What follows belongs to an exercise in optimizing a design on an open flow for small area, a short achievable clock period and few clock cycles per item; a production flow would make more cautious choices. Function was not checked in any run shown here: the RTL went through the layout flow alone. Power is estimated from default activity; no workload was simulated.

[run.sh]
#!/bin/bash
# synth_recipe.tcl (not shown) runs the flow's synth.tcl, then flattens the netlist and writes it again
# the make line also repeats each setting of config.mk as NAME=value (left out here)
make -C /OpenROAD-flow-scripts/flow DESIGN_CONFIG=/design/flow/config.mk WORK_HOME=/design/flow/orfs CLKGATE_MAP_FILE= SYNTH_SCRIPT=/design/flow/synth_recipe.tcl finish
[config.mk]
export PLATFORM = sky130hd
export DESIGN_NAME = ansi_escape_sgr_parser
export DESIGN_NICKNAME = ansi_escape_sgr_parser
export VERILOG_FILES = /design/flow/design.v
export SDC_FILE = /design/flow/constraint.sdc
export NUM_CORES = 4
export LEC_CHECK = 0
export ABC_AREA = 1
export CAP_MARGIN = 20
export CORE_MARGIN = 2
export CORE_UTILIZATION = 40
export SETUP_SLACK_MARGIN = 2.5
export SLEW_MARGIN = 20
[constraint.sdc]
create_clock -name core_clock -period 5.0 [get_ports {aclk}]
set_input_delay 1.0000 -clock core_clock [delete_from_list [all_inputs] [get_ports {aclk}]]
set_output_delay 1.0000 -clock core_clock [all_outputs]
set_load 0.01 [all_outputs]
[design.v]
package asgr_pkg;
    localparam logic [7:0] CHAR_BEL  = 8'h07;
    localparam logic [7:0] CHAR_LF   = 8'h0A;
    localparam logic [7:0] CHAR_CR   = 8'h0D;
    localparam logic [7:0] CHAR_ESC  = 8'h1B;
    localparam logic [7:0] CHAR_SEMI = 8'h3B;
    localparam logic [7:0] CHAR_LBRK = 8'h5B;
    localparam logic [7:0] CHAR_RBRK = 8'h5D;
    localparam logic [7:0] CHAR_SGR  = 8'h6D;   
    localparam logic [1:0] KIND_TEXT  = 2'd0;
    localparam logic [1:0] KIND_ERASE = 2'd1;
    localparam logic [1:0] KIND_STYLE = 2'd2;
    localparam int CFG_IDX_W  = 3;
    localparam int CFG_DATA_W = 24;
    localparam logic [51:0] RESET_STYLE = {24'hCCCCCC, 24'h000000, 2'd0, 1'b0, 1'b0};
endpackage
import asgr_pkg::*;
module ansi_escape_sgr_parser #(
    parameter int QD = 3         
) (
    input  logic                  aclk,
    input  logic                  aresetn,
    input  logic                  cfg_wr_en,
    input  logic [CFG_IDX_W-1:0]  cfg_index,
    input  logic [CFG_DATA_W-1:0] cfg_wr_data,
    input  logic                  s_valid,
    output logic                  s_ready,
    input  logic [7:0]            s_byte_in,
    output logic                  m_valid,
    input  logic                  m_ready,
    output logic [1:0]            m_result_kind,
    output logic [7:0]            m_char_code,
    output logic [23:0]           m_text_rgb,
    output logic [23:0]           m_back_rgb,
    output logic [1:0]            m_weight,
    output logic                  m_italic,
    output logic                  m_underline,
    output logic                  m_last
);
    logic [23:0] dflt_text, dflt_back;
    logic [1:0]  dflt_w;
    logic        dflt_i, dflt_u;
    always_ff @(posedge aclk) begin
        if (!aresetn) begin
            {dflt_text, dflt_back, dflt_w, dflt_i, dflt_u} <= RESET_STYLE;
        end else if (cfg_wr_en) begin
            case (cfg_index)
                3'd0: dflt_text <= cfg_wr_data[23:0];
                3'd1: dflt_back <= cfg_wr_data[23:0];
                3'd2: dflt_w    <= cfg_wr_data[1:0];
                3'd3: dflt_i    <= cfg_wr_data[0];
                3'd4: dflt_u    <= cfg_wr_data[0];
                default: ;
            endcase
        end
    end
    logic [7:0] ib;
    logic       ib_m;
    assign ib   = s_byte_in;
    assign ib_m = (s_byte_in == CHAR_SGR);
    logic m_nrm, m_cr, m_esc, m_osc, m_csi;    
    logic lf;
    localparam logic [3:0] C_EMPTY = 4'd5;
    localparam logic [3:0] C_OTHER = 4'd6;
    logic [1:0] c_col;
    logic [3:0] c_idx;
    logic c_emp, c_zero, c_one, c_two, c_three, c_four, c_nine, c_ten, c_fg, c_bg;
    assign c_fg    = c_col[0];
    assign c_bg    = c_col[1];
    assign c_emp   = (c_col == 2'd0) && (c_idx == C_EMPTY);
    assign c_zero  = (c_col == 2'd0) && (c_idx == 4'd0);
    assign c_one   = (c_col == 2'd0) && (c_idx == 4'd1);
    assign c_two   = (c_col == 2'd0) && (c_idx == 4'd2);
    assign c_three = (c_col == 2'd0) && (c_idx == 4'd3);
    assign c_four  = (c_col == 2'd0) && (c_idx == 4'd4);
    assign c_nine  = (c_col == 2'd0) && (c_idx == 4'd9);
    assign c_ten   = (c_col == 2'd0) && (c_idx == 4'd10);
    logic [23:0] pend_text, pend_back, cur_text, cur_back;
    logic [1:0]  pend_w, cur_w;
    logic        pend_i, pend_u, cur_i, cur_u;
    logic [QD-1:0] qv;
    logic [1:0]    qk [QD];          
    logic          qp [QD];          
    logic [7:0]    qc [QD];
    logic [1:0]    q0_kind;          
    logic [7:0]    q0_char, q0_sec;
    logic          q0_last;
    logic deq, proc, rdy;
    assign deq     = qv[0] & m_ready & q0_last;
    assign s_ready = rdy;
    assign proc    = s_valid & rdy;
    logic is_lf, is_cr, is_esc, is_lbrk, is_rbrk, is_bel, is_semi, is_digit, is_final;
    assign is_lf    = (ib == CHAR_LF);
    assign is_cr    = (ib == CHAR_CR);
    assign is_esc   = (ib == CHAR_ESC);
    assign is_lbrk  = (ib == CHAR_LBRK);
    assign is_rbrk  = (ib == CHAR_RBRK);
    assign is_bel   = (ib == CHAR_BEL);
    assign is_semi  = (ib == CHAR_SEMI);
    assign is_digit = (ib[7:4] == 4'h3) && (ib[3:0] <= 4'd9);
    assign is_final = (ib >= 8'h41 && ib <= 8'h48) || ib == 8'h4A || ib == 8'h4B ||
                      ib == 8'h53 || ib == 8'h54 || ib == 8'h66 || ib == 8'h69 ||
                      ib == 8'h6E || ib == 8'h75 || ib == 8'h73;
    logic [23:0] tok_text, tok_back;
    logic [1:0]  tok_w;
    logic        tok_i, tok_u;
    logic [23:0] pal;
    logic [15:0] c_dec;
    assign c_dec = 16'd1 << c_idx;
    always_comb begin
        pal = '0;
        if (c_dec[0]) pal = pal | 24'h010101;
        if (c_dec[1]) pal = pal | 24'hDE382B;
        if (c_dec[2]) pal = pal | 24'h39B54A;
        if (c_dec[3]) pal = pal | 24'hFFC706;
        if (c_dec[4]) pal = pal | 24'h006FB8;
        if (c_dec[5]) pal = pal | 24'h762671;
        if (c_dec[6]) pal = pal | 24'h2CB5E9;
        if (c_dec[7]) pal = pal | 24'hCCCCCC;
        if (c_dec[8]) pal = pal | 24'h808080;
        if (c_dec[9]) pal = pal | 24'hFF0000;
        if (c_dec[10]) pal = pal | 24'h00FF00;
        if (c_dec[11]) pal = pal | 24'hFFFF00;
        if (c_dec[12]) pal = pal | 24'h0000FF;
        if (c_dec[13]) pal = pal | 24'hFF00FF;
        if (c_dec[14]) pal = pal | 24'h00FFFF;
        if (c_dec[15]) pal = pal | 24'hFFFFFF;
    end
    assign tok_text = c_zero ? dflt_text : c_fg ? pal : pend_text;
    assign tok_back = c_zero ? dflt_back : c_bg ? pal : pend_back;
    assign tok_w    = c_zero ? dflt_w : c_one ? 2'd1 : c_two ? 2'd2 : pend_w;
    assign tok_i    = c_zero ? dflt_i : (c_three | pend_i);
    assign tok_u    = c_zero ? dflt_u : (c_four | pend_u);
    logic       push;
    logic [1:0] push_k;
    logic       push_p;
    logic [7:0] push_c;
    logic n_nrm, n_cr, n_esc, n_osc, n_csi, n_lf;
    logic ld_pend_dflt, ld_pend_tok, ld_cur, cls_clr, cls_dig, cls_bad;
    always_comb begin
        n_nrm = m_nrm; n_cr = m_cr; n_esc = m_esc; n_osc = m_osc; n_csi = m_csi;
        n_lf  = lf;
        push  = 1'b0; push_k = KIND_TEXT; push_p = 1'b0; push_c = ib;
        ld_pend_dflt = 1'b0; ld_pend_tok = 1'b0; ld_cur = 1'b0;
        cls_clr = 1'b0; cls_dig = 1'b0; cls_bad = 1'b0;
        if (m_nrm) begin
            if (is_esc) begin
                n_lf = 1'b0; n_nrm = 1'b0; n_esc = 1'b1;
            end else if (is_cr) begin
                n_nrm = 1'b0; n_cr = 1'b1;
            end else begin
                push = 1'b1;
                if (is_lf) n_lf = 1'b1;
            end
        end
        if (m_cr) begin
            n_cr = 1'b0; n_nrm = 1'b1;
            push = 1'b1;
            if (is_lf) begin
                push_p = 1'b1; n_lf = 1'b1;
            end else if (lf) begin
                push_k = KIND_ERASE; push_p = 1'b1;
            end else begin
                push_k = KIND_ERASE; push_c = 8'd0;
            end
        end
        if (m_esc) begin
            if (is_lbrk) begin
                n_esc = 1'b0; n_csi = 1'b1; ld_pend_dflt = 1'b1; cls_clr = 1'b1;
            end else if (is_rbrk) begin
                n_esc = 1'b0; n_osc = 1'b1;
            end
        end
        if (m_osc) begin
            if (is_bel) begin
                n_osc = 1'b0; n_nrm = 1'b1;
            end
        end
        if (m_csi) begin
            if (is_final) begin
                n_csi = 1'b0; n_nrm = 1'b1;
            end else if (ib_m) begin
                n_csi = 1'b0; n_nrm = 1'b1; ld_cur = 1'b1;
                push = 1'b1; push_k = KIND_STYLE; push_c = 8'd0;
            end else if (is_semi) begin
                ld_pend_tok = 1'b1; cls_clr = 1'b1;
            end else if (is_digit) begin
                cls_dig = 1'b1;
            end else begin
                cls_bad = 1'b1;
            end
        end
    end
    always_ff @(posedge aclk) begin
        if (!aresetn) begin
            m_nrm <= 1'b1; m_cr <= 1'b0; m_esc <= 1'b0; m_osc <= 1'b0; m_csi <= 1'b0;
            lf    <= 1'b0;
            {cur_text, cur_back, cur_w, cur_i, cur_u} <= RESET_STYLE;
        end else if (proc) begin
            m_nrm <= n_nrm; m_cr <= n_cr; m_esc <= n_esc; m_osc <= n_osc; m_csi <= n_csi;
            lf    <= n_lf;
            if (ld_cur) begin
                cur_text <= tok_text; cur_back <= tok_back;
                cur_w <= tok_w; cur_i <= tok_i; cur_u <= tok_u;
            end
        end
    end
    always_ff @(posedge aclk) begin
        if (proc) begin
            if (ld_pend_dflt) begin
                pend_text <= dflt_text; pend_back <= dflt_back;
                pend_w <= dflt_w; pend_i <= dflt_i; pend_u <= dflt_u;
            end else if (ld_pend_tok) begin
                pend_text <= tok_text; pend_back <= tok_back;
                pend_w <= tok_w; pend_i <= tok_i; pend_u <= tok_u;
            end
            if (cls_clr) begin
                c_col <= 2'd0; c_idx <= C_EMPTY;
            end else if (cls_bad) begin
                c_col <= 2'd0; c_idx <= C_OTHER;
            end else if (cls_dig) begin
                if (c_emp | c_zero) begin
                    c_col <= 2'd0;
                    c_idx <= (ib[3:0] >= 4'd5 && ib[3:0] <= 4'd8) ? C_OTHER : ib[3:0];
                end else if (c_one & (ib[3:0] == 4'd0)) begin
                    c_col <= 2'd0; c_idx <= 4'd10;
                end else if ((c_three | c_nine | c_four | c_ten) & ~ib[3]) begin
                    c_col <= {c_four | c_ten, c_three | c_nine};
                    c_idx <= {c_nine | c_ten, ib[2:0]};
                end else begin
                    c_col <= 2'd0; c_idx <= C_OTHER;
                end
            end
        end
    end
    logic          pop;
    logic          dopush;
    logic [QD:0]   va;             
    logic [QD-1:0] wr;
    logic [QD-1:0] qvn;
    assign pop    = qv[0] & m_ready;
    assign dopush = proc & push;
    always_comb begin
        for (int i = 0; i <= QD; i++) begin
            if (i == QD)          va[i] = 1'b0;
            else if (deq)         va[i] = (i + 1 < QD) ? qv[(i + 1) % QD] : 1'b0;
            else                  va[i] = qv[i];
        end
        for (int i = 0; i < QD; i++) begin
            wr[i]  = dopush & ~va[i] & (i == 0 || va[(i + QD - 1) % QD]);
            qvn[i] = va[i] | wr[i];
        end
    end
    logic nm_nrm, nm_cr, nm_esc, nm_osc, nm_csi;
    assign nm_nrm = proc ? n_nrm : m_nrm;
    assign nm_cr  = proc ? n_cr  : m_cr;
    assign nm_esc = proc ? n_esc : m_esc;
    assign nm_osc = proc ? n_osc : m_osc;
    assign nm_csi = proc ? n_csi : m_csi;
    always_ff @(posedge aclk) begin
        if (!aresetn) begin
            qv  <= '0;
            rdy <= 1'b1;
        end else begin
            qv  <= qvn;
            rdy <= nm_esc | nm_osc | (nm_csi & ~qvn[0]) | ((nm_nrm | nm_cr) & ~qvn[QD-1]);
        end
    end
    always_ff @(posedge aclk) begin
        for (int i = 1; i < QD; i++) begin
            if (wr[i]) begin
                qk[i] <= push_k; qp[i] <= push_p; qc[i] <= push_c;
            end else if (deq) begin
                if (i + 1 < QD) begin
                    qk[i] <= qk[(i + 1) % QD]; qp[i] <= qp[(i + 1) % QD]; qc[i] <= qc[(i + 1) % QD];
                end
            end
        end
    end
    logic [1:0] h_k;
    logic       h_p;
    logic [7:0] h_c;
    always_comb begin
        if (wr[0]) begin
            h_k = push_k; h_p = push_p; h_c = push_c;
        end else begin
            h_k = qk[1 % QD]; h_p = qp[1 % QD]; h_c = qc[1 % QD];
        end
    end
    always_ff @(posedge aclk) begin
        if (wr[0] | deq) begin
            q0_kind <= h_k;
            q0_last <= ~h_p;
            q0_char <= h_p ? {4'b0, h_k == KIND_TEXT, h_k == KIND_TEXT, 1'b0, h_k == KIND_TEXT} : h_c;
            q0_sec  <= h_c;
        end else if (pop) begin
            q0_kind <= KIND_TEXT;
            q0_last <= 1'b1;
            q0_char <= q0_sec;
        end
    end
    assign m_valid       = qv[0];
    assign m_result_kind = q0_kind;
    assign m_char_code   = q0_char;
    assign m_last        = q0_last;
    assign m_text_rgb    = cur_text;
    assign m_back_rgb    = cur_back;
    assign m_weight      = cur_w;
    assign m_italic      = cur_i;
    assign m_underline   = cur_u;
endmodule
==> run notes, run 1 <==
Status: timing/DRC/antenna clean
Yosys cell types: 33
Asr flop ratio synth: 0
Max clock buf depth: 3
Pwr/cell area: 325 nW/um^2
Die area: 26000 um^2
Post-synth EDFFs: 99
Worst Path Buf+Inv: 1
Final net count: 1400
Leak pwr: 5.11 nW
DRC: 0
Worst-margin pin slew: 920 ps
DP Area: 11200 um^2
CP max stage cell: clkdlybuf4s50_1
Yosys top cell area share: 0.300
Initial antenna violation count: 0
Via Count: 8791
First-iteration detailed-routing DRC count: 791
Commonest cells post-synth: 321 x nand2_1, 179 x o21ai_0, 154 x nor2_1
DR pass1 iterations: 6
Final max-slew violation count: 0
Tcrit/Tclk final: 0.491
Hold_sp: dflt_back[16]
Routed WL per cell: 16.7 um
Reg clk slew, reported paths: 60 ps
Detail-routed via count per cell: 5.17
Rel. slew slack: 0.386
Initial Util: 0.407
Core Region: 24300 um^2
CTS sink cnt: 213
Ant diodes: 0
WS Path Type: reg -> out
Final ANT Viol Nets: 0
Max-Cap Viols: 0
Post-route cell area: 12600 um^2
Fin crit period: 2450 ps
F_max: 0.408 GHz
Final Skew: 15.0 ps
Pin count of the biggest net entering global routing: 74
Final hold violation count: 0
Placer Congestion: 0.905
Crit-path max FO: 2
YS warnings: 4
TritonCTS clock tree: done
Beginning of the critical path: rdy
Mean Syn Cell Area: 7.92 um^2
Final setup violation count: 0
P&R area growth vs syn: 27.0%
Cell chain of the critical path: clkdlybuf4s50_1
Die Wd: 161 um
Power, Total: 4.09 mW
RSZ-0062 raised after global routing: true
TritonCTS Buffers: 24
CTS H-Tree Depth: 1
Io pins: 105
Die height: 161 um
Syn Nets: 1290
Cell row count: 57
Layout cells sized above 1: 0.123
Setup TNS: 0 ps
Dpl hpwl: 17900 um
Cell family with the largest share of critical-path delay: buffers and inverters
Cells after synthesis: 1250
Gr ovfl total: 0
Most frequent cell after synthesis: nand2_1
Seq cells post-synth: 213
Cell accounting for the most synthesized area: edfxtp_1
Crit path required time: 4000 ps
Number of global-route vias before repair: 8476
Total track usage: 0.216
Clk Latency, worst-skew pair: 520 ps
Critical path startpoint category: flop
Critical path capture point type: output pin
Hold Crit Class: reg -> reg
Finished Layout Cells: 1702
Placed cells: 1622
Ys flop type: dfxtp_1
Routed WL: 28500 um
Worst vdd ir: 220 uV
Cell Area, Synth: 9900 um^2
Area contributors post-synth: edfxtp_1 30%, dfxtp_1 23%, nand2_1 12%
RR Startpoint: c_idx[1]
Root Driver: clkbuf_16
Port-buffer cells: 104
WP data arrival: 1450 ps
Crit-path max cell delay: 550 ps
Sequential cell area fraction in the yosys report: 0.531
Global-route wire length before repair: 45300 um
-- registers in the layout, indices dropped and copies added (netlist names), 3 cells and up --
| register | flops |
|---|---|
| c_idx | 4 |
| cur_back | 24 |
| cur_text | 24 |
| dflt_back | 24 |
| dflt_text | 24 |
| pend_back | 24 |
| pend_text | 24 |
| q0_char | 8 |
| q0_sec | 8 |
| qc | 16 |
| qk | 4 |
| qv | 3 |
-- stage by stage --
| step | hold slack, ps | setup WS (ps) | utilization |
|---|---|---|---|
| finish | 465 | 2550 | 0.517 |
| global route | 488 | 2440 | 0.517 |
| CTS | 469 | 2460 | 0.507 |
| detailed placement | 456 | 892 | 0.461 |
| global placement | 454 | 998 | 0.461 |
| floorplan | 438 | 2200 | - |
-- worst reg2reg max path, stage by stage (launching register included) --
cell        delay (ps)
edfxtp_1           460
clkinvlp_4         250
nand2_1            200
nor2_1             110
a21oi_1            260
o221ai_1           260
nand2_1            110
nand3_1             60
o21ai_0            210
o21ai_0            140
-- where the power goes --
part | switching (mW) | leakage (nW) | total, mW | internal [mW]
Clock | 0.719 | 0.408 | 1.81 | 1.09
Sequential | 0.0231 | 1.83 | 1.91 | 1.89
Combinational | 0.231 | 2.87 | 0.371 | 0.140
-- layout by cell type (no fill, tap or decap), types with 3 or more instances in the layout --
cell	synthesis	layout
o21ai_0	179	171
nand2_4	3	7
nand3_1	61	56
o211ai_1	24	24
inv_1	75	70
inv_2	12	10
o21ai_2	4	7
clkbuf_16	0	26
o22ai_1	8	8
clkbuf_8	0	5
nor3_1	9	7
nor2_1	154	144
clkinv_2	0	4
nand2_1	321	310
nand2_2	4	12
nand3_2	0	4
clkinvlp_4	0	3
nand2_8	2	5
a21oi_1	70	68
clkdlybuf4s50_1	0	94
o21ai_1	7	11
edfxtp_1	99	99
dfxtp_1	114	114
clkbuf_1	45	5
nor3_4	0	3
buf_4	4	35
a31oi_1	17	16
nor2_2	4	9
nor2_4	1	6
dlygate4sd2_1	0	3
buf_6	1	6
-- layer usage --
| layer | vias to the layer above | track usage | share of wire | routed length, um |
|---|---|---|---|---|
| met5 | - | 0 | 0 | 0 |
| met4 | 0 | 0.0459 | 0.017 | 494 |
| met3 | 42 | 0.0300 | 0.059 | 1680 |
| met2 | 277 | 0.358 | 0.47 | 13300 |
| met1 | 4057 | 0.302 | 0.46 | 13000 |
| li1 | 4415 | - | - | - |
-- final timing paths --
path	endpoint	slack, ps	cells after the start
setup reg to reg	pend_back[3]	2660	9
hold / removal	dflt_back[16]	460	2
hold reg to reg	dflt_back[16]	460	2
setup / recovery	s_ready	2550	1
-- final cells by class --
class	count	area, um^2
Timing Repair Buffer	148	1420
Multi-Input combinational cell	881	4270
Tap cell	324	405
Clock inverter	6	70.1
Timing Repair inverter	1	7.51
Clock buffer	38	753
Sequential cell	213	5260
Fill cell	2345	11700
Inverter	91	393
-- repair_timing --
action / 4_1_cts / 5_1_grt
pin swaps: 12 / 14
gates cloned: 3 / 2
endpoints found under the setup margin: 224 / 106
hold buffers: 0 / 0
gates resized for setup: 45 / 48
setup buffers: 17 / 14
-- cells by family after synthesis --
| group | share of synthesized area |
|---|---|
| compound gates | 0.170 |
| buf+inv | 0.0648 |
| flops | 0.531 |
| simple gates | 0.234 |
==> run 2: changes to the inputs <==
--- a/config.mk
+++ b/config.mk
@@ -10,4 +10,5 @@
 export CORE_MARGIN = 2
 export CORE_UTILIZATION = 40
-export SETUP_SLACK_MARGIN = 2.5
+export SETUP_SLACK_MARGIN = 3.6
 export SLEW_MARGIN = 20
+export TNS_END_PERCENT = 0
==> run 2 against run 1 <==
Utilization rose by 3.2 points. Synthesized area unchanged. Clock skew is 2.3 ps lower. Die area unchanged. Global-route usage increased by 0.55 points. Sequential share of layout area decreased by 2.4 points. Critical path depth grew 13. Clock-buffer cell count shrank 4. Sequential power barely moved. Synthesized cell count did not move. Critical path type is now in -> reg. Largest cell class unchanged. Highest routed layer unchanged.
==> run notes, run 2 <==
Placer Congestion: 0.895
Hold_sp: dflt_back[4]
WL met3: 1980 um
Cell Area, Synth: 9900 um^2
Initial antenna violation count: 1
# fillers: 2213
Ys flop type: dfxtp_1
Sequential cell area fraction in the yosys report: 0.531
Yosys top cell area share: 0.300
Die area: 26000 um^2
Pin count of the biggest net entering global routing: 77
Most frequent cells in the layout: 286 x nand2_1, 153 x o21ai_0, 139 x nor2_1
Initial Util: 0.407
Pwr/cell area: 302 nW/um^2
RSZ-0062 raised after global routing: true
Rel. slew slack: 0.519
Final setup violation count: 0
Clk Latency, worst-skew pair: 510 ps
Die Wd: 161 um
Internal reg-to-reg setup slack: 2990 ps
Crit-path max FO: 8
Routed WL per cell: 17.3 um
Worst-margin pin slew: 714 ps
Dpl hpwl: 17600 um
Cell row count: 57
Via Count: 9213
DP Area: 11200 um^2
Multi-input logic area: 4580 um^2
YS warnings: 4
Final max-slew violation count: 0
Leak pwr: 5.62 nW
RR Startpoint: c_col[1]
Most common cell after layout, fill and taps aside: nand2_1
TritonCTS clock tree: done
Hold Crit Class: reg -> reg
Crit path required time: 5370 ps
Max-Cap Viols: 0
Detail-routed via count per cell: 5.23
Worst setup margin: 2840 ps
Final net count: 1461
Post-CTS Hold Fix Bufs: 0
Finished Core Util: 0.549
Syn Nets: 1290
P&R area growth vs syn: 34.8%
TritonCTS Buffers: 23
Yosys cell types: 33
Critical path capture point type: flop
Commonest cells post-synth: 321 x nand2_1, 179 x o21ai_0, 154 x nor2_1
Seq cells post-synth: 213
Metal-1 WL: 13600 um
Die height: 161 um
Status: timing/DRC/antenna clean
CTS H-Tree Depth: 1
Max clock buf depth: 3
Tcrit/Tclk final: 0.432
Layout cells sized above 1: 0.221
Port-buffer cells: 104
Global-route wire length before repair: 46300 um
DRC: 0
Max Used Layer: met4
Post-route cell area: 13300 um^2
Final Skew: 12.7 ps
Cell accounting for the most synthesized area: edfxtp_1
Worst vdd ir: 236 uV
Area contributors post-synth: edfxtp_1 30%, dfxtp_1 23%, nand2_1 12%
Setup TNS: 0 ps
Cells after synthesis: 1250
DR pass1 iterations: 6
First-iteration detailed-routing DRC count: 918
Root Driver: clkbuf_16
WS Path Type: in -> reg
Hold slack: 465 ps
Asr flop ratio synth: 0
Fin crit period: 2160 ps
Routed WL: 30400 um
WL met2: 14300 um
DP Worst Slack: 1200 ps
WP data arrival: 2530 ps
Mean Syn Cell Area: 7.92 um^2
Gr ovfl total: 0
Storage element area: 5260 um^2
Final ANT Viol Nets: 0
Reg clk slew, reported paths: 60 ps
Post-synth EDFFs: 99
F_max: 0.463 GHz
Io pins: 105
CTS sink cnt: 213
Final hold violation count: 0
Critical path startpoint category: primary input
Beginning of the critical path: s_byte_in[1]
Total track usage: 0.222
Core Region: 24300 um^2
Most frequent cell after synthesis: nand2_1
Ant diodes: 0
Number of global-route vias before repair: 8493
==> run 2: kinds of logic after synthesis <==
family	after synthesis	share of synthesized area
AOI/OAI and AO/OA	313	0.170
DFF	213	0.531
and+or+nand+nor	564	0.234
buffers and inverters	160	0.0648
==> run 2: critical path: stages <==
cell,delay (ps)
buf_6,110
inv_4,60
nand2_4,60
nor2_4,150
nand2_4,90
nor2_8,140
nand2_8,90
buf_12,130
buf_4,160
a21oi_1,190
nand2_1,100
nand2_1,100
nand3_1,70
nand2_1,60
==> run 2: stage by stage <==
step	power [mW]	cells
2_1_floorplan	2.13	1250
3_3_place_gp	2.26	1624
3_5_place_dp	2.27	1624
4_1_cts	4.01	1737
5_1_grt	4.17	1761
6_report	4.03	1761
==> run 2: worst paths after layout <==
check | to | depth (start not counted)
max | q0_char[4] | 14
min | dflt_back[4] | 2
max reg2reg | pend_back[19] | 10
min reg2reg | dflt_back[4] | 2
==> run 2: report_power, final <==
part	switching (mW)	internal (mW)	total, mW	leakage [nW]
Sequential	0.0237	1.89	1.91	1.83
Combinational	0.267	0.178	0.445	3.43
Clock	0.687	0.984	1.67	0.368
==> run 2: routing by layer <==
| metal | vias to the layer above | track usage |
|---|---|---|
| li1 | 4549 | - |
| met1 | 4316 | 0.310 |
| met2 | 305 | 0.364 |
| met3 | 43 | 0.0334 |
| met4 | 0 | 0.0507 |
| met5 | - | 0 |
==> run 2: area by class of cell <==
class	instances	area share
clock buffers	34	0.0507
clock inverters	7	0.00441
inverters	91	0.0321
multi-input cells	881	0.343
flip-flops and latches	213	0.394
well taps	324	0.0304
repair buffers	209	0.144
repair inverters	2	0.00112
==> run 2: timing repair <==
item,CTS,global route
endpoints found under the setup margin,377,377
gates cloned,7,4
buffers inserted,65,20
pin swaps,31,36
gates resized for setup,260,162
==> run 3: changes to the inputs <==
==> flow/run.sh (new file) <==
#!/bin/bash
# Standard layout, with the port buffers made from a plain buffer cell.
set -euo pipefail
export BUFFER_PORTS_ARGS="-buffer_cell sky130_fd_sc_hd__buf_2"
bash standard.sh > standard.log 2>&1
==> standard.sh (new file) <==
#!/bin/bash
# synth_recipe.tcl (not shown) runs the flow's synth.tcl, then flattens the netlist and writes it again
# the make line also repeats each setting of config.mk as NAME=value (left out here)
make -C /OpenROAD-flow-scripts/flow DESIGN_CONFIG=/design/flow/config.mk WORK_HOME=/design/flow/orfs CLKGATE_MAP_FILE= SYNTH_SCRIPT=/design/flow/synth_recipe.tcl "${@:-finish}"
--- a/config.mk
+++ b/config.mk
@@ -10,5 +10,5 @@
 export CORE_MARGIN = 2
 export CORE_UTILIZATION = 40
-export SETUP_SLACK_MARGIN = 3.6
+export SETUP_SLACK_MARGIN = 3.2
 export SLEW_MARGIN = 20
 export TNS_END_PERCENT = 0
removed: run.sh
==> run 3 against run 2 <==
Still clean on timing, DRC and antenna. Final area shrank 4.9%. Die area unchanged. Clock-buffer cell count is 4 lower. Sequential power about the same. First-iteration DRC count decreased by 19%. Critical path type unchanged. Critical endpoint is now q0_char[3]. Largest cell class unchanged. Largest power group unchanged. Highest routed layer unchanged.
==> run notes, run 3 <==
Simple-gate share of the synthesized area: 0.234
Worst vdd ir: 237 uV
Asr flop ratio synth: 0
Cell Area, Synth: 9900 um^2
TritonCTS Buffers: 24
RR Startpoint: c_idx[3]
DRC: 0
Port-buffer cells: 104
Placer Congestion: 0.868
Worst Path Buf+Inv: 1
Syn Nets: 1290
Met3 GRT Util: 0.0326
TritonCTS clock tree: done
Global-route wire length before repair: 46800 um
Hold_sp: dflt_back[15]
Cells after synthesis: 1250
CTS H-Tree Depth: 1
Crit path required time: 5380 ps
Most frequent cell after synthesis: nand2_1
Clk Latency, worst-skew pair: 520 ps
Total track usage: 0.224
Ys flop type: dfxtp_1
WS Path Type: in -> reg
Post-CTS Hold Fix Bufs: 0
Crit-path max FO: 8
Status: timing/DRC/antenna clean
Die area: 26000 um^2
Adder-cell share of the synthesized area: 0
First-iteration detailed-routing DRC count: 743
Final ANT Viol Nets: 0
Die height: 161 um
Final hold violation count: 0
Leak pwr: 5.43 nW
Detail-routed via count per cell: 5.25
Cell accounting for the most synthesized area: edfxtp_1
CP max stage cell: clkbuf_4
Core Region: 24300 um^2
Met2 capacity usage during global routing: 0.362
Hold Crit Class: reg -> reg
Final net count: 1427
Rel. slew slack: 0.529
Commonest cells post-synth: 321 x nand2_1, 179 x o21ai_0, 154 x nor2_1
Pin count of the biggest net entering global routing: 71
F_max: 0.465 GHz
Levels on crit path: 13
Reg clk slew, reported paths: 60 ps
Hold slack: 466 ps
Initial Util: 0.407
Root Driver: clkbuf_16
Max clock buf depth: 3
Sequential cell area fraction in the yosys report: 0.531
Routed WL: 29800 um
Cell chain of the critical path: clkbuf_4 > nand2_2 > nor2_4 > nand2_4 > nor2_8 > nand2_8 > nand2_8 > nand2_8 > nand2_2 > nand2_1 > nor2_2 > nand2_2 > nand3_1
Tcrit/Tclk final: 0.430
Worst-margin pin slew: 707 ps
WP data arrival: 2530 ps
Cell row count: 57
Post-synthesis mux area share: 0
Critical path capture point type: flop
Number of global-route vias before repair: 8646
Layout cells sized above 1: 0.229
Met1 Usage GRT: 0.318
Fin crit period: 2150 ps
Critical path startpoint category: primary input
Synth Area in Compound Gates: 0.170
Beginning of the critical path: s_byte_in[3]
Yosys cell types: 33
Gr busiest metal: met2
Final setup violation count: 0
Gr ovfl total: 0
CTS sink cnt: 213
P&R area growth vs syn: 28.2%
Setup TNS: 0 ps
Most frequent cells in the layout: 293 x nand2_1, 164 x o21ai_0, 141 x nor2_1
Synth Area in XOR/XNOR: 0
Cell family with the largest share of critical-path delay: simple AND/OR/NAND/NOR gates
Most common cell after layout, fill and taps aside: nand2_1
Largest family of logic cells by synthesized area: simple AND/OR/NAND/NOR gates
Yosys top cell area share: 0.300
Pwr/cell area: 322 nW/um^2
Seq cells post-synth: 213
DR pass1 iterations: 5
R2R cell count: 11
Area contributors post-synth: edfxtp_1 30%, dfxtp_1 23%, nand2_1 12%
Initial antenna violation count: 0
Post-synth EDFFs: 99
Crit-path max cell delay: 170 ps
RSZ-0062 raised after global routing: true
Max-Cap Viols: 0
Io pins: 105
YS warnings: 4
Final max-slew violation count: 0
Final Skew: 12.9 ps
Die Wd: 161 um
Dpl hpwl: 18000 um
Routed WL per cell: 17.3 um
Worst hold path depth: 2
Via Count: 9075
Mean Syn Cell Area: 7.92 um^2
## run 3: layer usage
layer / share of wire / vias up
met5: 0 / -
met3: 0.068 / 40
li1: - / 4495
met4: 0.017 / 0
met1: 0.45 / 4201
met2: 0.47 / 339
## run 3: cell families after synthesis
logic type	after synthesis
DFF	213
AOI/OAI and AO/OA	313
and+or+nand+nor	564
buffers and inverters	160
## run 3: worst paths after layout
check	endpoint	slack (ps)
min reg2reg	dflt_back[15]	470
min	dflt_back[15]	470
max reg2reg	c_idx[3]	2900
max	q0_char[3]	2850
## run 3: tightest hold or removal path: stages (launching register included)
cell,delay [ps]
dfxtp_1,310
inv_1,60
a21oi_1,50
## run 3: final cells by class
class                   count  area, um^2
repair buffers            172        1290
flip-flops and latches    213        5260
multi-input cells         884        4510
inverters                  91         427
fillers                  2298       11600
repair inverters            1        7.51
diodes                      1        2.50
well taps                 324         405
clock buffers              30         686
clock inverters            13         114
## run 3: power breakdown
| group | internal [mW] | switching [mW] |
|---|---|---|
| combinational | 0.145 | 0.254 |
| clock | 1.07 | 0.710 |
| sequential | 1.89 | 0.0246 |
## run 3: stage by stage
step | power, mW | setup WS (ps) | utilization | area (um^2) | std cells
2_1_floorplan | 2.13 | 2200 | - | 9950 | 1250
3_3_place_gp | 2.23 | 1370 | 0.439 | 10700 | 1623
3_5_place_dp | 2.23 | 1270 | 0.439 | 10700 | 1623
4_1_cts | 4.10 | 2860 | 0.506 | 12300 | 1707
5_1_grt | 4.23 | 2770 | 0.522 | 12700 | 1728
6_report | 4.09 | 2850 | 0.522 | 12700 | 1729
## run 3: timing repair
item,in CTS,in global routing
gates cloned,10,2
buffers inserted,31,19
setup endpoints to repair,366,359
gates resized for setup,119,55
pin swaps,20,18
==> run 4: changes to the inputs <==
--- a/design.v
+++ b/design.v
@@ -207,28 +207,28 @@
     end
     always_ff @(posedge aclk) begin
-        if (proc) begin
-            if (ld_pend_dflt) begin
-                pend_text <= dflt_text; pend_back <= dflt_back;
-                pend_w <= dflt_w; pend_i <= dflt_i; pend_u <= dflt_u;
-            end else if (ld_pend_tok) begin
-                pend_text <= tok_text; pend_back <= tok_back;
-                pend_w <= tok_w; pend_i <= tok_i; pend_u <= tok_u;
-            end
-            if (cls_clr) begin
-                c_col <= 2'd0; c_idx <= C_EMPTY;
-            end else if (cls_bad) begin
+        if (m_esc) begin
+            pend_text <= dflt_text; pend_back <= dflt_back;
+            pend_w <= dflt_w; pend_i <= dflt_i; pend_u <= dflt_u;
+        end else if (proc & ld_pend_tok) begin
+            pend_text <= tok_text; pend_back <= tok_back;
+            pend_w <= tok_w; pend_i <= tok_i; pend_u <= tok_u;
+        end
+    end
+    always_ff @(posedge aclk) begin
+        if (m_esc | (proc & cls_clr)) begin
+            c_col <= 2'd0; c_idx <= C_EMPTY;
+        end else if (proc & cls_bad) begin
+            c_col <= 2'd0; c_idx <= C_OTHER;
+        end else if (proc & cls_dig) begin
+            if (c_emp | c_zero) begin
+                c_col <= 2'd0;
+                c_idx <= (ib[3:0] >= 4'd5 && ib[3:0] <= 4'd8) ? C_OTHER : ib[3:0];
+            end else if (c_one & (ib[3:0] == 4'd0)) begin
+                c_col <= 2'd0; c_idx <= 4'd10;
+            end else if ((c_three | c_nine | c_four | c_ten) & ~ib[3]) begin
+                c_col <= {c_four | c_ten, c_three | c_nine};
+                c_idx <= {c_nine | c_ten, ib[2:0]};
+            end else begin
                 c_col <= 2'd0; c_idx <= C_OTHER;
-            end else if (cls_dig) begin
-                if (c_emp | c_zero) begin
-                    c_col <= 2'd0;
-                    c_idx <= (ib[3:0] >= 4'd5 && ib[3:0] <= 4'd8) ? C_OTHER : ib[3:0];
-                end else if (c_one & (ib[3:0] == 4'd0)) begin
-                    c_col <= 2'd0; c_idx <= 4'd10;
-                end else if ((c_three | c_nine | c_four | c_ten) & ~ib[3]) begin
-                    c_col <= {c_four | c_ten, c_three | c_nine};
-                    c_idx <= {c_nine | c_ten, ib[2:0]};
-                end else begin
-                    c_col <= 2'd0; c_idx <= C_OTHER;
-                end
             end
         end
@@ -237,5 +237,5 @@
     logic          dopush;
     logic [QD:0]   va;             
-    logic [QD-1:0] wr;
+    logic [QD-1:0] wr;             
     logic [QD-1:0] qvn;
     assign pop    = qv[0] & m_ready;
@@ -248,6 +248,6 @@
         end
         for (int i = 0; i < QD; i++) begin
-            wr[i]  = dopush & ~va[i] & (i == 0 || va[(i + QD - 1) % QD]);
-            qvn[i] = va[i] | wr[i];
+            wr[i]  = ~va[i] & (i == 0 || va[(i + QD - 1) % QD]);
+            qvn[i] = va[i] | (wr[i] & dopush);
         end
     end
--- a/config.mk
+++ b/config.mk
@@ -10,4 +10,6 @@
 export CORE_MARGIN = 2
 export CORE_UTILIZATION = 40
+export CTS_CLUSTER_DIAMETER = 100
+export CTS_CLUSTER_SIZE = 30
 export SETUP_SLACK_MARGIN = 3.2
 export SLEW_MARGIN = 20
==> run 4 against run 3 <==
Still clean on timing, DRC and antenna. Die area fell by 0.56%. Clock skew rose by 7.9 ps. First-iteration DRC count rose by 20%. Global-route usage fell by 0.17 points. Synthesized area fell by 0.58%. Clock power fell by 43%. Hold slack improved by 11 ps. Maximum frequency rose by 5.5%. Final area fell by 8.0%. Critical endpoint is now m_char_code[2].
==> run notes, run 4 <==
Fin crit period: 2040 ps
Clk Latency, worst-skew pair: 480 ps
Asr flop ratio synth: 0
Commonest cells post-synth: 336 x nand2_1, 171 x o21ai_0, 153 x nor2_1
Switch share: 0.267
Critical path startpoint category: flop
Pin count of the biggest net entering global routing: 85
Routed WL per cell: 17.4 um
Status: timing/DRC/antenna clean
Die height: 161 um
P&R area growth vs syn: 18.6%
Crit-path max cell delay: 410 ps
WP data arrival: 1040 ps
Setup TNS: 0 ps
Worst-margin pin slew: 653 ps
RSZ-0062 raised after global routing: true
DRC: 0
Most frequent cell after synthesis: nand2_1
Final max-slew violation count: 0
Number of global-route vias before repair: 8273
Mean Syn Cell Area: 7.89 um^2
Gr ovfl total: 0
Cell Area, Synth: 9840 um^2
Detail-routed via count per cell: 5.27
Most frequent cells in the layout: 322 x nand2_1, 148 x o21ai_0, 139 x nor2_1
Final hold violation count: 0
CTS sink cnt: 213
Crit-path max FO: 1
Most common cell after layout, fill and taps aside: nand2_1
Yosys top cell area share: 0.284
Cell accounting for the most synthesized area: edfxtp_1
DR pass1 iterations: 5
Area contributors post-synth: edfxtp_1 28%, dfxtp_1 24%, nand2_1 13%
Levels on crit path: 1
Sw power: 900 uW
Yosys cell types: 40
Critical path capture point type: output pin
Tcrit/Tclk final: 0.407
Initial Util: 0.406
Final net count: 1387
Max-Cap Viols: 0
Pwr/cell area: 288 nW/um^2
Cell row count: 57
Clock share of power: 0.301
Part of the power in registers: 0.579
Core Region: 24200 um^2
Via Count: 8833
Syn Nets: 1287
Power, Total: 3.37 mW
Reg clk slew, reported paths: 120 ps
Setup crit end: m_char_code[2]
TritonCTS Buffers: 11
CTS H-Tree Depth: 1
Die Wd: 161 um
Cell chain of the critical path: buf_2
Final ANT Viol Nets: 0
Port-buffer cells: 104
First-iteration detailed-routing DRC count: 894
Rel. slew slack: 0.564
Max clock buf depth: 3
Seq cells post-synth: 213
Final Skew: 20.8 ps
F_max: 0.491 GHz
CP max stage cell: edfxtp_1
P_int: 2.47 mW
Placer Congestion: 0.915
Initial antenna violation count: 0
Hold Crit Class: reg -> reg
Post-synth EDFFs: 93
Total track usage: 0.223
Global-route wire length before repair: 46000 um
Internal reg-to-reg setup slack: 3000 ps
Worst vdd ir: 183 uV
Sequential cell area fraction in the yosys report: 0.528
Layout cells sized above 1: 0.195
YS warnings: 4
Combinational power share: 0.120
Crit path required time: 4000 ps
Io pins: 105
Root Driver: clkbuf_16
TritonCTS clock tree: done
Post-CTS Hold Fix Bufs: 0
WS Path Type: reg -> out
Final setup violation count: 0
Leak pwr: 4.94 nW
Dpl hpwl: 18000 um
Die area: 25900 um^2
Ant diodes: 0
RR Startpoint: c_idx[1]
Reg-to-reg endpoint: pend_text[16]
Cell family with the largest share of critical-path delay: flip-flops
Routed WL: 29100 um
Worst Path Buf+Inv: 1
R2R cell count: 7
Beginning of the critical path: q0_char[2]
Ys flop type: dfxtp_1
Cells after synthesis: 1247
==> run 4: cell type report <==
cell class	instances	area, um^2
sequential	213	5210
timing repair buffer	150	1050
clock inverter	3	31.3
timing repair inverter	5	40.0
multi-input combinational	886	4300
fill	2426	12600
tap	324	405
inverter	80	348
clock buffer	14	287
==> run 4: worst min path at each step <==
stage	cells after the start	end	startpoint
final	2	dflt_back[18]	dflt_back[18]
after global routing	2	dflt_i	dflt_i
after CTS	2	dflt_back[18]	dflt_back[18]
after detailed placement	2	cur_text[14]	cur_text[14]
after global placement	2	dflt_u	dflt_u
after floorplan	2	dflt_i	dflt_i
==> run 4: kinds of logic after synthesis <==
group           after synthesis  synth area share
flops                       213             0.528
buf+inv                     151            0.0672
simple gates                579             0.238
xor+xnor                      1          0.000890
compound gates              303             0.166
==> run 4: power groups by stage <==
stage                     clock [mW]  sequential [mW]  combinational, mW
final                           1.01             1.95              0.402
after global routing            1.09             1.96              0.449
after CTS                       1.03             1.95              0.386
after detailed placement           0             1.99              0.354
after global placement             0             1.99              0.350
after floorplan                    0             1.99              0.224
==> run 4: repair_timing <==
| item | in CTS | in global routing |
|---|---|---|
| pin swaps | 12 | 9 |
| setup buffers | 24 | 9 |
| endpoints found under the hold margin | 0 | 0 |
| gates resized for setup | 84 | 47 |
| cloned | 10 | 0 |
| endpoints found under the setup margin | 340 | 347 |
==> run 4: metrics by stage <==
| step | utilization | std cells | area, um^2 | hold WS, ps | setup slack (ps) |
|---|---|---|---|---|---|
| 5_1_grt | 0.482 | 1675 | 11700 | 512 | 2880 |
| 6_report | 0.482 | 1675 | 11700 | 477 | 2960 |
| 4_1_cts | 0.471 | 1666 | 11400 | 476 | 2950 |
| 2_1_floorplan | - | 1247 | 9900 | 439 | 2310 |
| 3_5_place_dp | 0.435 | 1615 | 10600 | 456 | 1410 |
| 3_3_place_gp | 0.435 | 1615 | 10600 | 456 | 1500 |
==> run 4: layer usage <==
layer  vias to the layer above  wire length (um)  track usage
li1                       4358                 -            -
met1                      4161             13300        0.318
met2                       272             13600        0.367
met3                        42              1650       0.0238
met4                         0               532       0.0491
met5                         -                 0            0
==> run 5: changes to the inputs <==
--- a/config.mk
+++ b/config.mk
@@ -10,6 +10,4 @@
 export CORE_MARGIN = 2
 export CORE_UTILIZATION = 40
-export CTS_CLUSTER_DIAMETER = 100
-export CTS_CLUSTER_SIZE = 30
 export SETUP_SLACK_MARGIN = 3.2
 export SLEW_MARGIN = 20
==> run 5 against run 4 <==
First-iteration DRC count fell by 4.0%. Sequential power barely moved. Via count rose by 0.51%. Clock power rose by 65%. Power rose by 19%. Critical path depth did not move. Hold slack got worse by 10 ps. Clock-buffer cell count rose by 16. Combinational power fell by 2%.
==> run notes, run 5 <==
Cell accounting for the most synthesized area: edfxtp_1
Pin count of the biggest net entering global routing: 85
Routed WL per cell: 17.4 um
Storage element area: 5210 um^2
# fillers: 2415
Worst Path Buf+Inv: 1
Yosys top cell area share: 0.284
Max clock buf depth: 3
Pwr/cell area: 334 nW/um^2
Final ANT Viol Nets: 0
Commonest cells post-synth: 336 x nand2_1, 171 x o21ai_0, 153 x nor2_1
Root Driver: clkbuf_16
Syn Nets: 1287
Most frequent cell after synthesis: nand2_1
WP data arrival: 1080 ps
Placer Congestion: 0.915
Hold slack: 466 ps
Met3 GRT Util: 0.0354
Tcrit/Tclk final: 0.416
Max-Cap Viols: 0
Total track usage: 0.223
Critical path startpoint category: flop
Sequential cell area fraction in the yosys report: 0.528
Hold_sp: dflt_u
Crit-path max cell delay: 400 ps
Multi-input logic area: 4260 um^2
Status: timing/DRC/antenna clean
Fin crit period: 2080 ps
Clk Latency, worst-skew pair: 520 ps
Io pins: 105
Worst hold path depth: 2
Internal reg-to-reg setup slack: 2940 ps
R2R cell count: 7
Yosys cell types: 40
Cell family with the largest share of critical-path delay: flip-flops
Met2 capacity usage during global routing: 0.360
RSZ-0062 raised after global routing: true
Area contributors post-synth: edfxtp_1 28%, dfxtp_1 24%, nand2_1 13%
F_max: 0.481 GHz
Core Region: 24200 um^2
Crit path required time: 4000 ps
Leak pwr: 5.12 nW
Worst vdd ir: 237 uV
CTS H-Tree Depth: 1
Ant diodes: 0
Layout cells sized above 1: 0.198
Cell row count: 57
Most frequent cells in the layout: 326 x nand2_1, 151 x o21ai_0, 141 x nor2_1
P&R area growth vs syn: 21.9%
Global-route wire length before repair: 46000 um
CP max stage cell: dfxtp_1
TritonCTS clock tree: done
Final net count: 1397
Via Count: 8878
Setup TNS: 0 ps
Reg clk slew, reported paths: 60 ps
Cell chain of the critical path: buf_2
Die height: 161 um
Crit-path max FO: 2
Routed WL: 29600 um
Initial Util: 0.406
Post-synth EDFFs: 93
Port-buffer cells: 104
Dpl hpwl: 18000 um
Hold EP: dflt_u
Final max-slew violation count: 0
Seq cells post-synth: 213
Asr flop ratio synth: 0
DR pass1 iterations: 5
Rel. slew slack: 0.560
Die Wd: 161 um
TritonCTS Buffers: 23
Critical path capture point type: output pin
Hold Crit Class: reg -> reg
Mean Syn Cell Area: 7.89 um^2
Number of global-route vias before repair: 8349
Detail-routed via count per cell: 5.23
CTS sink cnt: 213
DRC: 0
Initial antenna violation count: 0
Gr busiest metal: met2
Final setup violation count: 0
Final hold violation count: 0
Most common cell after layout, fill and taps aside: nand2_1
Cells after synthesis: 1247
Worst-margin pin slew: 659 ps
YS warnings: 4
Gr ovfl total: 0
RR Startpoint: c_idx[2]
WS Path Type: reg -> out
Die area: 25900 um^2
Final Skew: 11.4 ps
First-iteration detailed-routing DRC count: 858
Reg-to-reg endpoint: pend_text[16]
Ys flop type: dfxtp_1
Met1 Usage GRT: 0.312
Cell Area, Synth: 9840 um^2
==> run 5: cell counts after synthesis <==
Identical to the previous run, type by type.
==> run 5: where the power goes <==
group          internal, mW  switching (mW)
registers              1.92          0.0377
logic                 0.121           0.271
clock network         0.955           0.712
==> run 5: cell type report <==
class                      instances  area share
tap                              324      0.0338
timing repair inverter             5     0.00354
clock buffer                      30      0.0536
multi-input combinational        886       0.355
timing repair buffer             148      0.0850
inverter                          80      0.0286
clock inverter                    12     0.00667
sequential                       213       0.434
==> run 5: repair_timing <==
action | in CTS | in global routing
gates cloned | 8 | 2
pin swaps | 6 | 11
setup buffers | 19 | 12
resized for setup | 64 | 46
setup endpoints to repair | 337 | 346
hold buffers | 0 | 0
==> run 5: cells by family after synthesis <==
| logic type | count (synthesis) | synth area share |
|---|---|---|
| AND/OR/NAND/NOR | 579 | 0.238 |
| AO/OA/AOI/OAI | 303 | 0.166 |
| flip-flops | 213 | 0.528 |
| buffers and inverters | 151 | 0.0672 |
| XOR/XNOR | 1 | 0.000890 |
==> run 5: through the flow <==
step	std cells	total power, mW	setup slack, ps	utilization	instance area [um^2]
after CTS	1684	4.02	2920	0.483	11700
final	1698	4.01	2920	0.495	12000
after floorplan	1247	2.21	2310	-	9900
after global placement	1615	2.34	1500	0.435	10600
after detailed placement	1615	2.34	1410	0.435	10600
after global routing	1698	4.16	2880	0.495	12000
==> run 5: routing by layer <==
layer	up-vias	wire length, um
met5	-	0
met3	32	1830
met2	296	13800
li1	4389	-
met4	0	465
met1	4161	13500
==> run 5: worst max-delay path by stage <==
stage	to	startpoint	slack, ps	cells after the start
after floorplan	pend_back[0]	s_byte_in[6]	2310	5
after global placement	cur_back[5]	s_byte_in[7]	1500	11
after detailed placement	cur_back[5]	s_byte_in[7]	1410	11
after CTS	m_char_code[2]	q0_char[2]	2920	1
after global routing	q0_char[3]	s_byte_in[6]	2880	12
final	m_weight[1]	cur_w[1]	2920	1
==> run 5: worst min-delay path, cell delays in order, from the launching register on <==
cell	delay, ps
dfxtp_1	310
inv_1	60
a21oi_1	50
==> run 6: changes to the inputs <==
--- a/config.mk
+++ b/config.mk
@@ -10,4 +10,6 @@
 export CORE_MARGIN = 2
 export CORE_UTILIZATION = 40
+export CTS_CLUSTER_DIAMETER = 100
+export CTS_CLUSTER_SIZE = 24
 export SETUP_SLACK_MARGIN = 3.2
 export SLEW_MARGIN = 20
==> run 6 against run 5 <==
Setup slack improved by 42 ps. Flip-flop and latch count unchanged. Final area decreased by 1.7%. Sequential power is essentially flat. Global-route usage is 0.16 points higher. Final cell count shrank 1.1%. Largest power group unchanged. Wire length rose by 1.2%.
==> run notes, run 6 <==
Detail-routed via count per cell: 5.30
Die Wd: 161 um
Final setup violation count: 0
Met3 GRT Util: 0.0258
Worst Path Buf+Inv: 1
Final Skew: 24.3 ps
TritonCTS Buffers: 12
Crit-path max FO: 1
Initial Util: 0.406
Gr busiest metal: met2
Layout cells sized above 1: 0.200
Max clock buf depth: 3
Post-synth EDFFs: 93
Final max-slew violation count: 0
Reg-to-reg endpoint: pend_back[3]
Cells after synthesis: 1247
Root Driver: clkbuf_16
Global-route wire length before repair: 46100 um
Internal reg-to-reg setup slack: 3010 ps
Storage element area: 5210 um^2
Routed WL per cell: 17.8 um
YS warnings: 4
CP max stage cell: edfxtp_1
R2R cell count: 7
Status: timing/DRC/antenna clean
Most common cell after layout, fill and taps aside: nand2_1
RSZ-0062 raised after global routing: true
Setup TNS: 0 ps
P&R area growth vs syn: 19.9%
DP Area: 10600 um^2
Critical path startpoint category: flop
Beginning of the critical path: q0_char[2]
Initial antenna violation count: 0
Power, Total: 3.41 mW
Final hold violation count: 0
Total track usage: 0.224
Final ANT Viol Nets: 0
Met1 Usage GRT: 0.315
Worst vdd ir: 170 uV
First-iteration detailed-routing DRC count: 912
Number of global-route vias before repair: 8305
DRC: 0
Asr flop ratio synth: 0
Commonest cells post-synth: 336 x nand2_1, 171 x o21ai_0, 153 x nor2_1
Cell row count: 57
CTS sink cnt: 213
Levels on crit path: 1
Seq cells post-synth: 213
Ys flop type: dfxtp_1
Most frequent cell after synthesis: nand2_1
Crit-path max cell delay: 410 ps
Post-route cell area: 11800 um^2
CTS H-Tree Depth: 1
Port-buffer cells: 104
Core Region: 24200 um^2
Routed WL: 29900 um
RR Startpoint: c_idx[2]
TritonCTS clock tree: done
Pwr/cell area: 289 nW/um^2
Via Count: 8904
F_max: 0.491 GHz
Yosys top cell area share: 0.284
Dpl hpwl: 18000 um
DR pass1 iterations: 5
Placer Congestion: 0.915
Area contributors post-synth: edfxtp_1 28%, dfxtp_1 24%, nand2_1 13%
Sequential cell area fraction in the yosys report: 0.528
Yosys cell types: 40
Max-Cap Viols: 0
WS Path Type: reg -> out
Die height: 161 um
Final net count: 1391
Die area: 25900 um^2
Gr ovfl total: 0
Finished Core Util: 0.487
Most frequent cells in the layout: 323 x nand2_1, 141 x o21ai_0, 139 x nor2_1
Hold slack: 471 ps
Setup crit end: m_char_code[2]
Cell Area, Synth: 9840 um^2
Crit path required time: 4000 ps
Cell accounting for the most synthesized area: edfxtp_1
Critical path capture point type: output pin
Met2 capacity usage during global routing: 0.372
Ant diodes: 0
Rel. slew slack: 0.549
Hold Crit Class: reg -> reg
Pin count of the biggest net entering global routing: 85
Tcrit/Tclk final: 0.408
# fillers: 2429
Multi-input logic area: 4350 um^2
WP data arrival: 1040 ps
Clk Latency, worst-skew pair: 490 ps
Worst-margin pin slew: 675 ps
Fin crit period: 2040 ps
Syn Nets: 1287
Cell chain of the critical path: buf_2
Leak pwr: 4.99 nW
Mean Syn Cell Area: 7.89 um^2
Cell family with the largest share of critical-path delay: flip-flops
Reg clk slew, reported paths: 100 ps
Io pins: 105
==> run 6: cell counts after synthesis <==
No cell type changed its count.
==> run 6: timing repair <==
item,4_1_cts,5_1_grt
buffers inserted,27,7
pin swaps,11,9
hold buffers,0,0
cloned,10,2
resized for setup,95,53
endpoints found under the setup margin,340,346
hold endpoints to repair,0,0
==> run 6: cells by family after synthesis <==
kind of cell    Yosys count  share of synthesized area
buf+inv                 151                     0.0672
flops                   213                      0.528
compound gates          303                      0.166
simple gates            579                      0.238
xor+xnor                  1                   0.000890
==> run 6: metal layers <==
metal / wire, um / up-vias / part of all wire
li1: - / 4361 / -
met1: 13500 / 4194 / 0.45
met2: 14200 / 324 / 0.47
met3: 1860 / 25 / 0.062
met4: 418 / 0 / 0.014
met5: 0 / - / 0
==> run 6: area by class of cell <==
| class | count | share of cell area |
|---|---|---|
| Clock inverter | 1 | 0.000318 |
| Timing Repair Buffer | 153 | 0.0934 |
| Tap cell | 324 | 0.0344 |
| Timing Repair inverter | 5 | 0.00361 |
| Inverter | 80 | 0.0291 |
| Sequential cell | 213 | 0.442 |
| Clock buffer | 18 | 0.0292 |
| Multi-Input combinational cell | 886 | 0.368 |
==> run 6: through the flow <==
step           worst slack [ps]  std cells
2_1_floorplan              2310       1247
3_3_place_gp               1500       1615
3_5_place_dp               1410       1615
4_1_cts                    2950       1671
5_1_grt                    2920       1680
6_report                   2960       1680
==> run 6: worst min path at each step <==
stage | cells after the start | end | startpoint | slack [ps]
3_5_place_dp | 2 | cur_text[14] | cur_text[14] | 460
3_3_place_gp | 2 | dflt_u | dflt_u | 460
5_1_grt | 2 | dflt_i | dflt_i | 510
2_1_floorplan | 2 | dflt_i | dflt_i | 440
6_report | 2 | dflt_back[18] | dflt_back[18] | 470
4_1_cts | 2 | dflt_back[18] | dflt_back[18] | 470
==> run 6: where the power goes <==
part	internal, mW	switching (mW)
logic	0.131	0.278
registers	1.91	0.0362
clock network	0.483	0.571
==> run 7: changes to the inputs <==
--- a/config.mk
+++ b/config.mk
@@ -11,6 +11,6 @@
 export CORE_UTILIZATION = 40
 export CTS_CLUSTER_DIAMETER = 100
-export CTS_CLUSTER_SIZE = 24
-export SETUP_SLACK_MARGIN = 3.2
+export CTS_CLUSTER_SIZE = 30
+export SETUP_SLACK_MARGIN = 2.9
 export SLEW_MARGIN = 20
 export TNS_END_PERCENT = 0
==> run 7 against run 6 <==
Clock-buffer cell count fell by 4. Critical path depth rose by 10. Maximum frequency shrank 7.9%. Flip-flop and latch count stayed put. Via count down 3.9%. Critical path type is now in -> reg. Largest power group unchanged. Highest routed layer unchanged.
==> run notes, run 7 <==
Met1 Usage GRT: 0.301
Max clock buf depth: 3
CP max stage cell: nor2_4
Most frequent CP cell: nor2_4
Routed WL: 27800 um
Max-Cap Viols: 0
Critical path startpoint category: primary input
Dpl hpwl: 18000 um
RSZ-0062 raised after global routing: true
Hold Crit Class: reg -> reg
Final net count: 1357
Asr flop ratio synth: 0
WS Path Type: in -> reg
Die height: 161 um
Hold slack: 474 ps
Internal reg-to-reg setup slack: 2820 ps
R2R cell count: 7
Beginning of the critical path: s_byte_in[1]
Post-CTS Hold Fix Bufs: 0
Met3 GRT Util: 0.0248
Yosys cell types: 40
Crit-path max FO: 36
Setup TNS: 0 ps
Leak pwr: 4.71 nW
Pin count of the biggest net entering global routing: 85
DR pass1 iterations: 5
Crit path required time: 5420 ps
Final hold violation count: 0
Final max-slew violation count: 0
Routed WL per cell: 16.9 um
Cells after synthesis: 1247
Final setup violation count: 0
WP data arrival: 2630 ps
Most frequent cells in the layout: 330 x nand2_1, 166 x o21ai_0, 146 x nor2_1
Final Skew: 20.9 ps
Cell accounting for the most synthesized area: edfxtp_1
Cell chain of the critical path: buf_2 > inv_2 > nand2_1 > nor2_4 > nand2_2 > nor2_4 > nand2_8 > clkinv_16 > buf_16 > o21ai_0 > a21oi_1
Placer Congestion: 0.915
YS warnings: 4
Hold_sp: dflt_back[18]
TritonCTS Buffers: 11
Status: timing/DRC/antenna clean
Syn Nets: 1287
F_max: 0.452 GHz
Sequential cell area fraction in the yosys report: 0.528
CTS sink cnt: 213
Worst vdd ir: 185 uV
Final ANT Viol Nets: 0
Rel. slew slack: 0.545
Crit-path max cell delay: 250 ps
Gr busiest metal: met2
# fillers: 2492
Layout cells sized above 1: 0.152
Tcrit/Tclk final: 0.443
First-iteration detailed-routing DRC count: 874
Pwr/cell area: 299 nW/um^2
CTS H-Tree Depth: 1
Die area: 25900 um^2
Setup crit end: cur_back[5]
Cell Area, Synth: 9840 um^2
Global-route wire length before repair: 43700 um
Ant diodes: 0
Number of global-route vias before repair: 7977
RR Startpoint: c_idx[1]
Core Region: 24200 um^2
Commonest cells post-synth: 336 x nand2_1, 171 x o21ai_0, 153 x nor2_1
Cell row count: 57
Area contributors post-synth: edfxtp_1 28%, dfxtp_1 24%, nand2_1 13%
Most frequent cell after synthesis: nand2_1
Mean Syn Cell Area: 7.89 um^2
Reg-to-reg endpoint: pend_back[3]
Fin crit period: 2210 ps
TritonCTS clock tree: done
Gr ovfl total: 0
Port-buffer cells: 104
DRC: 0
Initial antenna violation count: 0
Root Driver: clkbuf_16
Post-synth EDFFs: 93
Met2 capacity usage during global routing: 0.342
Critical path capture point type: flop
Io pins: 105
Via Count: 8557
Total track usage: 0.209
Reg clk slew, reported paths: 120 ps
Ys flop type: dfxtp_1
Worst-margin pin slew: 682 ps
Initial Util: 0.406
Most common cell after layout, fill and taps aside: nand2_1
Clk Latency, worst-skew pair: 480 ps
Seq cells post-synth: 213
Die Wd: 161 um
Yosys top cell area share: 0.284
P&R area growth vs syn: 13.3%
Detail-routed via count per cell: 5.20
==> run 7: cell counts after synthesis <==
Identical to the previous run, type by type.
==> run 7: logic make-up (layout without fill, tap and decap cells) <==
logic type | count (synthesis) | after routing | share of synthesized area
and+or+nand+nor | 579 | 581 | 0.238
AOI/OAI and AO/OA | 303 | 303 | 0.166
DFF | 213 | 213 | 0.528
buffers and inverters | 151 | 223 | 0.0672
xor gates and xnor gates | 1 | 1 | 0.000890
==> run 7: worst max-delay path: cells and delay by family <==
family / cells / cell delay [ps]
AOI/OAI and AO/OA: 2 / 250
buffers and inverters: 4 / 570
and+or+nand+nor: 5 / 760
==> run 7: area by class of cell <==
cell class	count	area, um^2	area share
clock buffer	14	287	0.0257
multi-input combinational	885	4140	0.371
timing repair buffer	124	728	0.0653
timing repair inverter	2	16.3	0.00146
sequential	213	5200	0.466
tap	324	405	0.0363
clock inverter	3	31.3	0.00280
inverter	80	342	0.0306
==> run 7: worst min path at each step <==
stage / depth (start not counted) / to
2_1_floorplan: 2 / dflt_i
3_3_place_gp: 2 / dflt_u
3_5_place_dp: 2 / cur_text[14]
4_1_cts: 2 / dflt_back[18]
5_1_grt: 2 / dflt_i
6_report: 2 / dflt_back[18]
==> run 7: power breakdown <==
part | total [mW] | internal [mW] | switching (mW)
combinational | 0.373 | 0.111 | 0.262
clock | 1.01 | 0.426 | 0.584
sequential | 1.95 | 1.91 | 0.0366
==> run 7: metal layers <==
metal	part of all wire	up-vias	routed length (um)
met5	0	-	0
met4	0.014	0	389
met3	0.052	33	1430
met2	0.46	227	12900
met1	0.47	4015	13000
li1	-	4282	-
==> run 7: timing repair <==
item / 4_1_cts / 5_1_grt
cloned: 2 / 2
hold endpoints to repair: 0 / 0
pin swaps: 2 / 4
buffers inserted: 6 / 2
resized for setup: 31 / 18
endpoints found under the setup margin: 245 / 224
==> run 7: stage by stage <==
| step | cell area (um^2) | util | total power, mW | cells | worst slack [ps] |
|---|---|---|---|---|---|
| final | 11200 | 0.460 | 3.33 | 1645 | 2790 |
| after global routing | 11200 | 0.460 | 3.47 | 1645 | 2650 |
| after CTS | 11000 | 0.455 | 3.35 | 1640 | 2740 |
| after detailed placement | 10600 | 0.435 | 2.34 | 1615 | 1410 |
| after global placement | 10600 | 0.435 | 2.34 | 1615 | 1500 |
| after floorplan | 9900 | - | 2.21 | 1247 | 2310 |

==> afterwards: timing with drivers on the ports <==
No port has a modelled driver above. Below, the same layouts with a new extraction and two added sets of constraints.
Step 1: set_driving_cell puts a clkbuf_16 on aclk and a buf_2 on each other input, an assumption about the parent block.
Step 2 also shifts input and output timing later by t, the mid clock arrival at the registers, as if the neighbouring blocks saw the same clock.
Three values: ideal ports, drivers, drivers and shift; two values: the first two.
run | t (ns) | slack for setup (ns) | hold WS [ns]
run 1 | 0.562 | 2.547 / 2.499 / 1.993 | 0.465 / 0.465 / 0.465
run 2 | 0.552 | 2.840 / 2.853 / 2.302 | 0.465 / 0.465 / 0.465
run 3 | 0.557 | 2.851 / 2.871 / 2.318 | 0.466 / 0.466 / 0.466
run 4 | 0.516 | 2.963 / 2.917 / 2.498 | 0.477 / 0.477 / 0.477
run 5 | 0.559 | 2.919 / 2.874 / 2.430 | 0.466 / 0.466 / 0.466
run 6 | 0.529 | 2.962 / 2.914 / 2.511 | 0.471 / 0.471 / 0.471
run 7 | 0.512 | 2.786 / 2.810 / 2.297 | 0.474 / 0.474 / 0.474
After both steps every run listed still meets setup and hold. For run 1, which loses most, drivers alone change the setup slack by -0.048 ns; drivers and shift together by -0.554 ns.
